Background: an optimization exercise with open tools, aiming at small area, a short achievable clock period and few clock cycles per item. Do not read the settings as production practice.
Function was checked by simulation only, so behaviour that the tests miss may differ from the original.

==> inputs of job 728 <==
Design exe_stage, start of the top module:
module exe_stage #(
    parameter int addrWidth = 15
) (
    input  logic                 clk,
    input  logic                 rst,
    input  logic                 flush,
    input  logic [addrWidth-1:0] pc,
    input  logic [31:0]          inst,
    input  logic [31:0]          imm,
    input  logic [31:0]          rs1_rdata,
    input  logic [31:0]          rs2_rdata,
    input  logic                 BP_taken,
    output logic [31:0]          exe_result,
    output logic                 result_valid,
    output logic                 stall_req,
    output logic                 redirect,
    output logic [addrWidth-1:0] redirect_pc
);
clock: 15.0 ns
lec_check: 0
abc_area: 1
cap_margin: 20
core_margin: 2
core_utilization: 40
setup_slack_margin: 2.0
slew_margin: 20
standard.sh (not shown) runs the stock make flow with config.mk's settings and CLKGATE_MAP_FILE= SYNTH_SCRIPT=/design/flow/synth_recipe.tcl, a recipe that flattens the netlist after the stock synthesis.
==> flow/flow/run.sh <==
#!/bin/bash
# The standard layout (the standard.sh, unchanged synthesis and steps),
# with the port buffers made of sky130_fd_sc_hd__buf_2 cells instead of the
# default delay buffers. make's full output goes to flow_make.log here; each
# ORFS step keeps its own log under orfs/logs.
set -euo pipefail
bash standard.sh "BUFFER_PORTS_ARGS=-buffer_cell sky130_fd_sc_hd__buf_2" finish > flow_make.log 2>&1
==> job 4344: changes against job 728 <==
--- a/flow/design.v
+++ b/flow/design.v
@@ -49,20 +49,18 @@
     assign use_rs2 = inst[5] && !inst[2] && (inst[4] || inst[6]);
     assign op_b    = use_rs2 ? rs2_rdata : imm;
     assign alt     = inst[30];
     assign do_sub  = inst[4] ? ((funct3[2:1] == 2'b01) || (inst[5] && funct3 == 3'b000 && inst[30]))
                              : (inst[6] && !inst[2]);
     assign cmp_uns = inst[4] ? funct3[0] : funct3[1];
     logic [32:0] sum33;
     logic        sum33_co;
-    exe_add #(33) u_alu_add (
-        .a({!cmp_uns & rs1_rdata[31], rs1_rdata}),
-        .b({!cmp_uns & op_b[31], op_b} ^ {33{do_sub}}),
-        .ci(do_sub), .s(sum33), .co(sum33_co));
+    assign {sum33_co, sum33} = {1'b0, !cmp_uns & rs1_rdata[31], rs1_rdata} +
+                               {1'b0, {!cmp_uns & op_b[31], op_b} ^ {33{do_sub}}} + {33'd0, do_sub};
     logic lt;
     assign lt = sum33[32];
     logic [31:0] xor_r;
     assign xor_r = rs1_rdata ^ op_b;
     logic [31:0] b_abs;
     logic [4:0]  dlz;
     logic [32:0] dvs;         
     logic [3:0]  cnt;
@@ -98,17 +96,19 @@
             default: cmp_taken = 1'b0;
         endcase
     end
     assign actual_taken   = is_jal || is_jalr || (is_branch && cmp_taken);
     assign pc_plus4       = pc + addrWidth'(4);
     assign {pc_imm_c, pc_imm} = {1'b0, pc} + {1'b0, imm[addrWidth-1:0]};
     assign target         = is_jalr ? {sum33[addrWidth-1:1], 1'b0} : pc_imm;
     logic [31:0] auipc_r;
-    assign auipc_r = {imm[31:addrWidth] + {{(31 - addrWidth){1'b0}}, pc_imm_c}, pc_imm};
+    logic [31-addrWidth:0] imm_hi_inc;
+    assign imm_hi_inc = imm[31:addrWidth] + 1'b1;
+    assign auipc_r = {pc_imm_c ? imm_hi_inc : imm[31:addrWidth], pc_imm};
     typedef enum logic [1:0] {S_IDLE, S_ALIGN, S_ITER, S_OUT} md_state_t;
     md_state_t state;
     logic [63:0] acc;
     logic [2:0]  p;
     logic        md_div;      
     assign st_idle  = (state == S_IDLE);
     assign st_align = (state == S_ALIGN);
     assign st_iter  = (state == S_ITER);
@@ -171,17 +171,17 @@
     assign x1    = div_it ? {2'b0, r1, 4'd0} : {lm[33:0], 1'b0, neg1, 1'b0, neg0};
     assign x2    = div_it ? ~{2'b0, dvs[32:1], 4'd0} : pp0;
     assign x3    = {pp1[35:0], 2'b00};
     assign cs_s  = x1 ^ x2 ^ x3;
     assign cs_c  = (x1 & x2) | (x1 & x3) | (x2 & x3);
     exe_add #(39) u_add1 (.a({1'b0, cs_s}), .b({cs_c, 1'b0}), .ci(div_it),
                           .s(tsum[38:0]), .co(tsum[39]));
     assign delta = {1'b0, tsum[39:38]} - {2'b00, x2[37]} - {2'b00, x3[37]};
-    assign ge2    = (r1 >= dvs[32:1]);
+    assign ge2    = tsum[38];
     assign r2     = ge2 ? tsum[35:4] : r1;
     assign q_next = {acc[29:0], ge1, ge2};
     logic        div_sgn, sA, sB, b_zero;
     logic [31:0] a_abs;
     logic [5:0]  lzA, lzB;
     assign div_sgn = !funct3[0];
     assign sA      = div_sgn & rs1_rdata[31];
     assign sB      = div_sgn & rs2_rdata[31];
==> flow/config.mk (replaced) <==
export PLATFORM = sky130hd
export DESIGN_NAME = exe_stage
export DESIGN_NICKNAME = exe_stage
export VERILOG_FILES = /design/flow/design.v
export SDC_FILE = /design/flow/constraint.sdc
export NUM_CORES = 4
export LEC_CHECK = 0
export ABC_AREA = 1
export CAP_MARGIN = 20
export CORE_MARGIN = 2
export CORE_UTILIZATION = 40
export SETUP_SLACK_MARGIN = 5.0
export SLEW_MARGIN = 20
==> job 9570: changes against job 728 <==
--- a/flow/design.v
+++ b/flow/design.v
@@ -41,22 +41,22 @@
     assign is_mem    = (opcode == OPC_LOAD) || (opcode == OPC_STORE);
     assign valid = is_op || is_opimm || is_lui || is_auipc || is_jal || is_jalr ||
                    is_branch || is_mem;
     assign is_m   = is_op && (inst[31:25] == 7'b0000001);
     assign is_mul = is_m && !funct3[2];
     assign is_div = is_m && funct3[2];
     logic        use_rs2, alt, do_sub, cmp_uns;
     logic [31:0] op_b;
-    assign use_rs2 = inst[5] && !inst[2] && (inst[4] || inst[6]);
+    assign use_rs2 = is_op || is_branch;
     assign op_b    = use_rs2 ? rs2_rdata : imm;
-    assign alt     = inst[30];
-    assign do_sub  = inst[4] ? ((funct3[2:1] == 2'b01) || (inst[5] && funct3 == 3'b000 && inst[30]))
-                             : (inst[6] && !inst[2]);
-    assign cmp_uns = inst[4] ? funct3[0] : funct3[1];
+    assign alt     = inst[30] && (is_op || funct3 == 3'b101);
+    assign do_sub  = is_branch || ((is_op || is_opimm) &&
+                     ((funct3 == 3'b010) || (funct3 == 3'b011) || (is_op && funct3 == 3'b000 && inst[30])));
+    assign cmp_uns = is_branch ? funct3[1] : funct3[0];
     logic [32:0] sum33;
     logic        sum33_co;
     exe_add #(33) u_alu_add (
         .a({!cmp_uns & rs1_rdata[31], rs1_rdata}),
         .b({!cmp_uns & op_b[31], op_b} ^ {33{do_sub}}),
         .ci(do_sub), .s(sum33), .co(sum33_co));
     logic lt;
     assign lt = sum33[32];
@@ -78,16 +78,29 @@
     always_comb begin
         for (int i = 0; i < 32; i++) sh_in[i] = sh_left ? sh_src[31-i] : sh_src[i];
     end
     assign sh_full = $signed({alt & rs1_rdata[31], sh_in}) >>> shamt;
     assign sh_out  = sh_full[31:0];
     always_comb begin
         for (int i = 0; i < 32; i++) sh_res[i] = sh_left ? sh_out[31-i] : sh_out[i];
     end
+    logic [31:0] alu_result;
+    always_comb begin
+        case (funct3)
+            3'b000:  alu_result = sum33[31:0];
+            3'b001:  alu_result = sh_res;
+            3'b010:  alu_result = {31'd0, lt};
+            3'b011:  alu_result = {31'd0, lt};
+            3'b100:  alu_result = xor_r;
+            3'b101:  alu_result = sh_res;
+            3'b110:  alu_result = rs1_rdata | op_b;
+            default: alu_result = rs1_rdata & op_b;
+        endcase
+    end
     logic                 eq, cmp_taken, actual_taken;
     logic [addrWidth-1:0] pc_plus4, pc_imm, target;
     logic                 pc_imm_c;
     assign eq = (xor_r == 32'd0);
     always_comb begin
         case (funct3)
             3'b000:  cmp_taken = eq;
             3'b001:  cmp_taken = !eq;
@@ -171,17 +184,17 @@
     assign x1    = div_it ? {2'b0, r1, 4'd0} : {lm[33:0], 1'b0, neg1, 1'b0, neg0};
     assign x2    = div_it ? ~{2'b0, dvs[32:1], 4'd0} : pp0;
     assign x3    = {pp1[35:0], 2'b00};
     assign cs_s  = x1 ^ x2 ^ x3;
     assign cs_c  = (x1 & x2) | (x1 & x3) | (x2 & x3);
     exe_add #(39) u_add1 (.a({1'b0, cs_s}), .b({cs_c, 1'b0}), .ci(div_it),
                           .s(tsum[38:0]), .co(tsum[39]));
     assign delta = {1'b0, tsum[39:38]} - {2'b00, x2[37]} - {2'b00, x3[37]};
-    assign ge2    = (r1 >= dvs[32:1]);
+    assign ge2    = tsum[38];
     assign r2     = ge2 ? tsum[35:4] : r1;
     assign q_next = {acc[29:0], ge1, ge2};
     logic        div_sgn, sA, sB, b_zero;
     logic [31:0] a_abs;
     logic [5:0]  lzA, lzB;
     assign div_sgn = !funct3[0];
     assign sA      = div_sgn & rs1_rdata[31];
     assign sB      = div_sgn & rs2_rdata[31];
@@ -221,18 +234,17 @@
     always_ff @(posedge clk or posedge rst) begin
         if (rst) begin
             state <= S_IDLE;
         end else if (flush) begin
             state <= S_IDLE;
         end else begin
             case (state)
                 S_IDLE:  if (md_go && !md_now)
-                             state <= is_div ? ((dlz[4:1] == 4'd0) ? S_ITER : S_ALIGN)
-                                             : (mul_start == 4'd0) ? S_OUT : S_ITER;
+                             state <= is_div ? S_ALIGN : (mul_start == 4'd0) ? S_OUT : S_ITER;
                 S_ALIGN: state <= S_ITER;
                 S_ITER:  if (cnt == 4'd0) state <= S_OUT;
                 default: state <= S_IDLE;
             endcase
         end
     end
     always_ff @(posedge clk) begin
         md_div <= is_div;
@@ -252,53 +264,43 @@
                 dvs <= {sh_res, 1'b0};
             end
         end else begin
             cnt <= is_div ? dlz[4:1] : mul_start - 4'd1;
             acc <= is_div ? {a_abs, 32'd0} : {26'd0, tsum[37:0]};
             dvs <= {st_align ? sh_res : b_abs, 1'b0};
         end
     end
-    logic is_alu, sel_sum, sel_sll, sel_slt, sel_xor, sel_srl, sel_or, sel_and;
-    logic sel_pc4, sel_now, sel_md;
-    assign is_alu  = (is_op && !is_m) || is_opimm;
-    assign sel_sum = (is_alu && funct3 == 3'b000) || is_mem;
-    assign sel_sll = is_alu && funct3 == 3'b001;
-    assign sel_slt = is_alu && funct3[2:1] == 2'b01;
-    assign sel_xor = is_alu && funct3 == 3'b100;
-    assign sel_srl = is_alu && funct3 == 3'b101;
-    assign sel_or  = is_alu && funct3 == 3'b110;
-    assign sel_and = is_alu && funct3 == 3'b111;
-    assign sel_pc4 = is_jal || is_jalr;
-    assign sel_now = is_m && md_now;
-    assign sel_md  = is_m && st_out;
-    assign exe_result = ({32{sel_sum}} & sum33[31:0])
-                      | ({32{sel_sll}} & sh_res)
-                      | ({32{sel_slt}} & {31'd0, lt})
-                      | ({32{sel_xor}} & xor_r)
-                      | ({32{sel_srl}} & sh_res)
-                      | ({32{sel_or}}  & (rs1_rdata | op_b))
-                      | ({32{sel_and}} & (rs1_rdata & op_b))
-                      | ({32{is_lui}}  & imm)
-                      | ({32{is_auipc}} & auipc_r)
-                      | ({32{sel_pc4}} & {{(32 - addrWidth){1'b0}}, pc_plus4})
-                      | ({32{sel_now}} & (funct3[1] ? rs1_rdata : {32{b_zero}}))
-                      | ({32{sel_md}}  & md_result);
+    logic [31:0] main_result;
+    always_comb begin
+        case (opcode)
+            OPC_OP:              main_result = alu_result;
+            OPC_OPIMM:           main_result = alu_result;
+            OPC_LUI:             main_result = imm;
+            OPC_AUIPC:           main_result = auipc_r;
+            OPC_JAL, OPC_JALR:   main_result = {{(32 - addrWidth){1'b0}}, pc_plus4};
+            OPC_LOAD, OPC_STORE: main_result = sum33[31:0];
+            default:             main_result = 32'd0;
+        endcase
+    end
     always_comb begin
+        exe_result   = main_result;
         result_valid = 1'b0;
         stall_req    = 1'b0;
         redirect     = 1'b0;
         redirect_pc  = actual_taken ? target : pc_plus4;
         if (valid && !flush) begin
             if (is_m) begin
                 if (md_now) begin
                     result_valid = 1'b1;
+                    exe_result   = funct3[1] ? rs1_rdata : {32{b_zero}};
                     redirect     = is_mul && BP_taken;
                 end else if (state == S_OUT) begin
                     result_valid = 1'b1;
+                    exe_result   = md_result;
                     redirect     = is_mul && BP_taken;
                 end else begin
                     stall_req = 1'b1;
                 end
             end else begin
                 result_valid = 1'b1;
                 redirect     = (actual_taken != BP_taken) || is_jalr;
             end
==> flow/run.sh (new file) <==
#!/bin/bash
# synth_recipe.tcl (not shown) runs the flow's synth.tcl, then flattens the netlist and writes it again
# the make line also repeats each setting of config.mk as NAME=value (left out here)
make -C /OpenROAD-flow-scripts/flow DESIGN_CONFIG=/design/flow/config.mk WORK_HOME=/design/flow/orfs CLKGATE_MAP_FILE= SYNTH_SCRIPT=/design/flow/synth_recipe.tcl finish
==> flow/config.mk (replaced) <==
export PLATFORM = sky130hd
export DESIGN_NAME = exe_stage
export DESIGN_NICKNAME = exe_stage
export VERILOG_FILES = /design/flow/design.v
export SDC_FILE = /design/flow/constraint.sdc
export NUM_CORES = 4
export LEC_CHECK = 0
export CAP_MARGIN = 20
export CORE_MARGIN = 2
export CORE_UTILIZATION = 40
export SETUP_SLACK_MARGIN = 0.6
export SLEW_MARGIN = 20
removed: flow/flow/run.sh
removed: flow/standard.sh
==> job 6882: changes against job 728 <==
--- a/flow/design.v
+++ b/flow/design.v
@@ -171,17 +171,17 @@
     assign x1    = div_it ? {2'b0, r1, 4'd0} : {lm[33:0], 1'b0, neg1, 1'b0, neg0};
     assign x2    = div_it ? ~{2'b0, dvs[32:1], 4'd0} : pp0;
     assign x3    = {pp1[35:0], 2'b00};
     assign cs_s  = x1 ^ x2 ^ x3;
     assign cs_c  = (x1 & x2) | (x1 & x3) | (x2 & x3);
     exe_add #(39) u_add1 (.a({1'b0, cs_s}), .b({cs_c, 1'b0}), .ci(div_it),
                           .s(tsum[38:0]), .co(tsum[39]));
     assign delta = {1'b0, tsum[39:38]} - {2'b00, x2[37]} - {2'b00, x3[37]};
-    assign ge2    = (r1 >= dvs[32:1]);
+    assign ge2    = tsum[38];
     assign r2     = ge2 ? tsum[35:4] : r1;
     assign q_next = {acc[29:0], ge1, ge2};
     logic        div_sgn, sA, sB, b_zero;
     logic [31:0] a_abs;
     logic [5:0]  lzA, lzB;
     assign div_sgn = !funct3[0];
     assign sA      = div_sgn & rs1_rdata[31];
     assign sB      = div_sgn & rs2_rdata[31];
@@ -221,18 +221,17 @@
     always_ff @(posedge clk or posedge rst) begin
         if (rst) begin
             state <= S_IDLE;
         end else if (flush) begin
             state <= S_IDLE;
         end else begin
             case (state)
                 S_IDLE:  if (md_go && !md_now)
-                             state <= is_div ? ((dlz[4:1] == 4'd0) ? S_ITER : S_ALIGN)
-                                             : (mul_start == 4'd0) ? S_OUT : S_ITER;
+                             state <= is_div ? S_ALIGN : (mul_start == 4'd0) ? S_OUT : S_ITER;
                 S_ALIGN: state <= S_ITER;
                 S_ITER:  if (cnt == 4'd0) state <= S_OUT;
                 default: state <= S_IDLE;
             endcase
         end
     end
     always_ff @(posedge clk) begin
         md_div <= is_div;
==> flow/config.mk (replaced) <==
export PLATFORM = sky130hd
export DESIGN_NAME = exe_stage
export DESIGN_NICKNAME = exe_stage
export VERILOG_FILES = /design/flow/design.v
export SDC_FILE = /design/flow/constraint.sdc
export NUM_CORES = 4
export LEC_CHECK = 0
export ABC_AREA = 1
export CAP_MARGIN = 20
export CORE_MARGIN = 2
export CORE_UTILIZATION = 40
export SETUP_SLACK_MARGIN = 0.6
export SLEW_MARGIN = 20
==> flow_summary.ini <==
[finish]
number_of_non_clock_buffers = 304
finalCoreUtilization = 0.4508
final_area_um2 = 30810

[die]
core_area_um2 = 68350

[synthesis]
synthesis.yosys.warnings = 4
synth_simple_gate_area_share = 0.3386
synth_top_cell_area_share = 0.1819
synth_compound_area_frac = 0.2429
synth.avg_cell_area_um2 = 5.769

[timing]
worst_hold_slack_ns = 0.5444

[setup_path]
timing.reg2reg.worst_path_depth = 47

[outcome]
outcome = no timing/DRC/antenna violations
[end of results for job 4344]
==> flow_summary.ini <==
[finish]
final_area_um2 = 29210
drive_above_1_share = 0.08189
finalCoreUtilization = 0.4333

[synthesis]
synth_top_cell_area_share = 0.1573
synthesis.yosys.warnings = 5
synth.avg_cell_area_um2 = 5.998

[clocking]
post_cts_hold_buffer_count = 0

[setup_path]
timing.reg2reg.worst_path_depth = 52

[die]
core_area_um2 = 67400

[timing]
worst_hold_slack_ns = 0.5098

[outcome]
outcome = no timing/DRC/antenna violations
[end of results for job 728]
==> flow_summary.ini <==
[finish]
finalCoreUtilization = 0.4327
number_of_non_clock_buffers = 243
final_area_um2 = 28500

[setup_path]
timing.reg2reg.worst_path_depth = 47

[outcome]
outcome = no timing/DRC/antenna violations

[timing]
worst_hold_slack_ns = 0.4792

[synthesis]
synth_top_cell_area_share = 0.1737
synthesis.yosys.warnings = 5
synth_compound_area_frac = 0.2648
synth_simple_gate_area_share = 0.2940

[die]
core_area_um2 = 65860
[end of results for job 6882]
==> flow_summary.ini <==
[synthesis]
synth.avg_cell_area_um2 = 6.929
synth_compound_area_frac = 0.2984

[finish]
number_of_non_clock_buffers = 339
final_area_um2 = 32250

[outcome]
outcome = no timing/DRC/antenna violations

[die]
core_area_um2 = 71610
[end of results for job 9570]
Testbench counts of job 728, summed over its fixed seeds: cycles 34,532, insts 24,000.
Testbench counts of job 4344, summed over its fixed seeds: cycles 34,532, insts 24,000.
Testbench counts of job 9570, summed over its fixed seeds: cycles 34,726, insts 24,000.
Testbench counts of job 6882, summed over its fixed seeds: cycles 34,726, insts 24,000.

## what the ideal ports hide
No port has a modelled driver above. Below, the same layouts with a new extraction and two added sets of constraints. Step 1 sets driving cells, clkbuf_16 on the clock port and buf_2 on the other inputs (assumed; they add their load-dependent delay and slew). Step 2 times the ports against the registers' clock, not the clock port: input delays grow and output delays shrink by t, the midpoint of the rising clock arrivals with the driver on. Three values: ideal ports, drivers, drivers and shift; two values: the first two.
| run | shift t [ns] | setup WS [ns] | hold WS [ns] | cell pins on the clock port's net |
|---|---|---|---|---|
| job 728 | 0.474 | 2.416 / 2.380 / 2.216 | 0.510 / 0.510 / 0.510 | 1 |
| job 4344 | 0.491 | 4.934 / 4.915 / 4.716 | 0.544 / 0.544 / 0.544 | 1 |
| job 9570 | 0.472 | 1.197 / 1.171 / 1.171 | 0.489 / 0.489 / 0.489 | 1 |
| job 6882 | 0.481 | 2.443 / 2.419 / 2.155 | 0.479 / 0.479 / 0.479 | 1 |
After both steps every run listed still meets setup and hold. For job 6882, which loses most, drivers alone change the setup slack by -0.024 ns; drivers and shift together by -0.288 ns.
